From an optimization exercise on the open Yosys and OpenROAD flow, aimed at small area and few clock cycles; shortcuts taken in it are not production practice. The RTL was checked by simulation tests, not by an equivalence proof against the original design. Power is estimated from default activity; no workload was simulated.

Design pipeline, start of the top module:
module pipeline (
    input  logic        clock,
    input  logic        reset,
    input  logic [31:0] mem_rdata,
    output logic [1:0]  mem_command,
    output logic [31:0] mem_addr,
    output logic [31:0] mem_wdata,
    output logic        commit_valid,
    output logic        commit_wr_en,
    output logic [4:0]  commit_wr_idx,
    output logic [31:0] commit_wr_data,
    output logic [31:0] commit_npc,
    output logic [31:0] commit_inst
);
==> flow/config.mk <==
export PLATFORM = sky130hd
export DESIGN_NAME = pipeline
export DESIGN_NICKNAME = pipeline
export VERILOG_FILES = /design/flow/design.v
export SDC_FILE = /design/flow/constraint.sdc
export NUM_CORES = 4
export LEC_CHECK = 0
export CAP_MARGIN = 5
export CORE_MARGIN = 2
export CORE_UTILIZATION = 40
export SETUP_SLACK_MARGIN = 0.2
export SLEW_MARGIN = 5
==> flow/constraint.sdc <==
create_clock -name core_clock -period 5.5 [get_ports {clock}]
set_input_delay 1.1000 -clock core_clock [delete_from_list [all_inputs] [get_ports {clock}]]
set_output_delay 1.1000 -clock core_clock [all_outputs]
set_load 0.01 [all_outputs]
standard.sh (not shown) runs the stock make flow with config.mk's settings and CLKGATE_MAP_FILE= SYNTH_SCRIPT=/design/flow/synth_recipe.tcl, a recipe that flattens the netlist after the stock synthesis.
==> flow/flow/run.sh <==
#!/bin/bash
# The standard layout, with the smallest buffer on the ports and a clock
# tree of fewer, larger sink clusters without dummy loads.
set -euo pipefail
export BUFFER_PORTS_ARGS="-buffer_cell sky130_fd_sc_hd__buf_1"
export CTS_ARGS="-sink_clustering_enable -repair_clock_nets -dont_use_dummy_load -sink_clustering_size 23 -sink_clustering_max_diameter 90"
bash standard.sh > flow.log 2>&1
Testbench counts at the start, summed over its fixed seeds: cycles 33,162.
Rerun with:
--- a/flow/flow/run.sh
+++ b/flow/flow/run.sh
@@ -6 +6 @@
-export CTS_ARGS="-sink_clustering_enable -repair_clock_nets -dont_use_dummy_load -sink_clustering_size 23 -sink_clustering_max_diameter 90"
+export CTS_ARGS="-sink_clustering_enable -repair_clock_nets -dont_use_dummy_load -sink_clustering_size 20 -sink_clustering_max_diameter 80"
--- a/flow/config.mk
+++ b/flow/config.mk
@@ -8 +8 @@
-export CAP_MARGIN = 5
+export CAP_MARGIN = 10
@@ -12 +12 @@
-export SLEW_MARGIN = 5
+export SLEW_MARGIN = 10
The changed run completed with no timing, DRC or antenna violations.
Die area is unchanged.
Via count grows slightly.
Count of clock-buffer cells in the layout went up by 12.
Total power rises by a few percent.
Rerun with:
--- a/flow/flow/run.sh
+++ b/flow/flow/run.sh
@@ -6 +6 @@
-export CTS_ARGS="-sink_clustering_enable -repair_clock_nets -dont_use_dummy_load -sink_clustering_size 20 -sink_clustering_max_diameter 80"
+export CTS_ARGS="-sink_clustering_enable -repair_clock_nets -dont_use_dummy_load -sink_clustering_size 23 -sink_clustering_max_diameter 90"
Effect:
- cell count drops by 0.35%
- wire length hardly moves
- via count goes down by 0.72%
- hold slack is about the same
- worst setup slack gets better by 0.042 ns
- sequential cell count stays the same

---

Setup of old:
The RTL this note starts from:
==> flow/design.v <==
module pipeline (
    input  logic        clock,
    input  logic        reset,
    input  logic [31:0] mem_rdata,
    output logic [1:0]  mem_command,
    output logic [31:0] mem_addr,
    output logic [31:0] mem_wdata,
    output logic        commit_valid,
    output logic        commit_wr_en,
    output logic [4:0]  commit_wr_idx,
    output logic [31:0] commit_wr_data,
    output logic [31:0] commit_npc,
    output logic [31:0] commit_inst
);
    logic [31:0] rf [1:31];  
    logic [31:0] ir;
    logic        e_valid;
    logic [31:0] m_inst;
    logic [31:0] m_result;   
    logic [31:0] m_wdata;    
    logic        m_valid;
    logic        m_wr;       
    logic        m_load;     
    logic        m_store;
    logic [31:2] m_npc;      
    logic [6:0] opcode;
    logic [2:0] funct3;
    logic [6:0] funct7;
    logic [4:0] rd, rs1, rs2;
    logic       is_reg, is_imm, is_load, is_store;
    assign opcode = ir[6:0];
    assign rd     = ir[11:7];
    assign funct3 = ir[14:12];
    assign rs1    = ir[19:15];
    assign rs2    = ir[24:20];
    assign funct7 = ir[31:25];
    always_comb begin
        is_reg = 1'b0;
        if (opcode == 7'b0110011) begin
            case ({funct7, funct3})
                {7'b0000000, 3'b000},
                {7'b0100000, 3'b000},
                {7'b0000000, 3'b111},
                {7'b0000000, 3'b110},
                {7'b0000000, 3'b100}: is_reg = 1'b1;
                default: ;
            endcase
        end
    end
    assign is_imm   = (opcode == 7'b0010011) && (funct3 == 3'b000);
    assign is_load  = (opcode == 7'b0000011) && (funct3 == 3'b010);
    assign is_store = (opcode == 7'b0100011) && (funct3 == 3'b010);
    logic b_is_reg;    
    logic s_imm;       
    logic op_sub;      
    logic op_logic;    
    assign b_is_reg = ir[5] && ir[4];
    assign s_imm    = ir[5];
    assign op_sub   = b_is_reg && ir[30];
    assign op_logic = ir[14];
    logic rd_nz;
    assign rd_nz = (rd != 5'd0);
    logic [4:0]  m_rd;
    logic [31:0] m_value;      
    logic        m_data;       
    logic [31:0] rs1_value, rs2_value;
    logic [31:0] imm;
    logic [31:0] operand_b;
    logic [31:0] sum;
    logic [31:0] alu_result;
    assign m_rd    = m_inst[11:7];
    assign m_value = m_load ? mem_rdata : m_result;
    assign m_data  = m_load || m_store;
    logic [3:0] rs1_hi, rs2_hi;
    logic [7:0] rs1_lo, rs2_lo;
    logic       fwd1, fwd2;     
    logic [31:0] rs1_read, rs2_read;
    always_comb begin
        rs1_read = '0;
        rs2_read = '0;
        for (int i = 1; i < 32; i++) begin
            rs1_read = rs1_read | ({32{rs1_hi[i / 8] && rs1_lo[i % 8]}} & rf[i]);
            rs2_read = rs2_read | ({32{rs2_hi[i / 8] && rs2_lo[i % 8]}} & rf[i]);
        end
    end
    assign rs1_value = fwd1 ? m_value : rs1_read;
    assign rs2_value = fwd2 ? m_value : rs2_read;
    assign imm = {{21{ir[31]}}, ir[30:25], s_imm ? ir[11:7] : ir[24:20]};
    assign operand_b = b_is_reg ? rs2_value : imm;
    assign sum = rs1_value + (op_sub ? ~operand_b : operand_b) + {31'd0, op_sub};
    always_comb begin
        case ({op_logic, funct3[1:0]})
            3'b111:  alu_result = rs1_value & rs2_value;
            3'b110:  alu_result = rs1_value | rs2_value;
            3'b100:  alu_result = rs1_value ^ rs2_value;
            default: alu_result = sum;
        endcase
    end
    logic [31:2] npc_next;
    assign npc_next = m_npc + 30'd1;
    always_ff @(posedge clock) begin
        if (reset) begin
            e_valid <= 1'b0;
            m_valid <= 1'b0;
            m_wr    <= 1'b0;
            m_load  <= 1'b0;
            m_store <= 1'b0;
            m_npc   <= '0;
        end else begin
            e_valid <= !m_data;    
            m_valid <= e_valid;
            m_wr    <= m_wr_next;
            m_load  <= e_valid && rd_nz && is_load;   
            m_store <= e_valid && is_store;
            if (e_valid) m_npc <= npc_next;
        end
    end
    logic m_wr_next;
    assign m_wr_next = e_valid && rd_nz && (is_reg || is_imm || is_load);
    function automatic logic [3:0] onehot4(input logic [1:0] v);
        onehot4 = 4'd1 << v;
    endfunction
    function automatic logic [7:0] onehot8(input logic [2:0] v);
        onehot8 = 8'd1 << v;
    endfunction
    always_ff @(posedge clock) begin
        rs1_hi   <= onehot4(mem_rdata[19:18]);
        rs1_lo   <= onehot8(mem_rdata[17:15]);
        rs2_hi   <= onehot4(mem_rdata[24:23]);
        rs2_lo   <= onehot8(mem_rdata[22:20]);
        fwd1     <= m_wr_next && (rd == mem_rdata[19:15]);
        fwd2     <= m_wr_next && (rd == mem_rdata[24:20]);
        ir       <= mem_rdata;
        m_inst   <= ir;
        m_result <= alu_result;
        m_wdata  <= rs2_value;
    end
    logic [31:0] rf_wdata;
    assign rf_wdata = reset ? 32'd0 : m_value;
    always_ff @(posedge clock) begin
        for (int i = 1; i < 32; i++) begin
            if (reset || (m_wr && (m_rd == 5'(i)))) rf[i] <= rf_wdata;
        end
    end
    assign mem_command = m_store ? 2'd2 : 2'd1;
    assign mem_addr    = m_data  ? m_result
                       : e_valid ? {npc_next, 2'b00} : {m_npc, 2'b00};
    assign mem_wdata   = m_wdata;
    assign commit_valid   = m_valid;
    assign commit_wr_en   = m_wr;
    assign commit_wr_idx  = m_rd;
    assign commit_wr_data = m_value;
    assign commit_npc     = {m_npc, 2'b00};
    assign commit_inst    = m_inst;
endmodule
export LEC_CHECK = 0
export CAP_MARGIN = 20
export CORE_MARGIN = 2
export CORE_UTILIZATION = 40
export SLEW_MARGIN = 20
create_clock -name core_clock -period 5.5 [get_ports {clock}]
==> flow/flow/run.sh <==
#!/bin/bash
# The standard layout, with the smallest buffer on the ports.
set -euo pipefail
export BUFFER_PORTS_ARGS="-buffer_cell sky130_fd_sc_hd__buf_1"
bash standard.sh > flow.log 2>&1
Testbench counts of old, summed over its fixed seeds: cycles 33,162.
Setup changes, old to new
==> flow/run.sh (new file) <==
#!/bin/bash
# synth_recipe.tcl (not shown) runs the flow's synth.tcl, then flattens the netlist and writes it again
# the make line also repeats each setting of config.mk as NAME=value (left out here)
make -C /OpenROAD-flow-scripts/flow DESIGN_CONFIG=/design/flow/config.mk WORK_HOME=/design/flow/orfs CLKGATE_MAP_FILE= SYNTH_SCRIPT=/design/flow/synth_recipe.tcl finish
removed: flow/flow/run.sh
removed: flow/standard.sh
==> summary.txt <==
new reports a higher design area than old does. Leakage power on new is behind old. Looking at data arrival time at the worst-slack endpoint, new sits 0.04 ns higher than old does. Sort new and old by cell depth of the worst setup path, descending, and old comes first. Where global-route wire length before repair is concerned, old is outperformed by new. Power density of the placed cells (lower): new. Final clock period utilization by the worst path was lower in the run labelled old. Of the two values seen for start point of the critical path, rs2_lo[5] was produced by new and rs2_lo[0] by old. | wire length | new vs old | better |.

[re-timing with driven ports]
The flow's constraints put no driver on any port. The routed layouts listed below were extracted and timed again, unchanged, in two steps. Step 1 assumes that a clkbuf_16 drives the clock port and a buf_2 every other input. Step 2 also shifts input and output timing later by t, the mid clock arrival at the registers, as if the neighbouring blocks saw the same clock. a / b / c = ideal / step 1 / step 2; a / b = the first two.
run	t (ns)	slack for setup (ns)	hold slack, ns	worst setup path at the end	pins driven straight from the clock port
the first run of note 1	0.784	0.249 / 0.249 / -0.081	0.331 / 0.331 / 0.331	input to register	1
the second run of note 1	0.743	0.206 / 0.206 / 0.027	0.332 / 0.332 / 0.332	input to register	1
the third run of note 1	0.784	0.249 / 0.249 / -0.081	0.331 / 0.331 / 0.331	input to register	1
old	0.863	0.222 / 0.222 / 0.222	0.326 / 0.326 / 0.326	register to register	1
new	0.831	0.164 / 0.164 / 0.104	0.328 / 0.328 / 0.328	input to register	1
With both steps, setup timing fails in the first run of note 1 and the third run of note 1, where it was met with ideal ports.
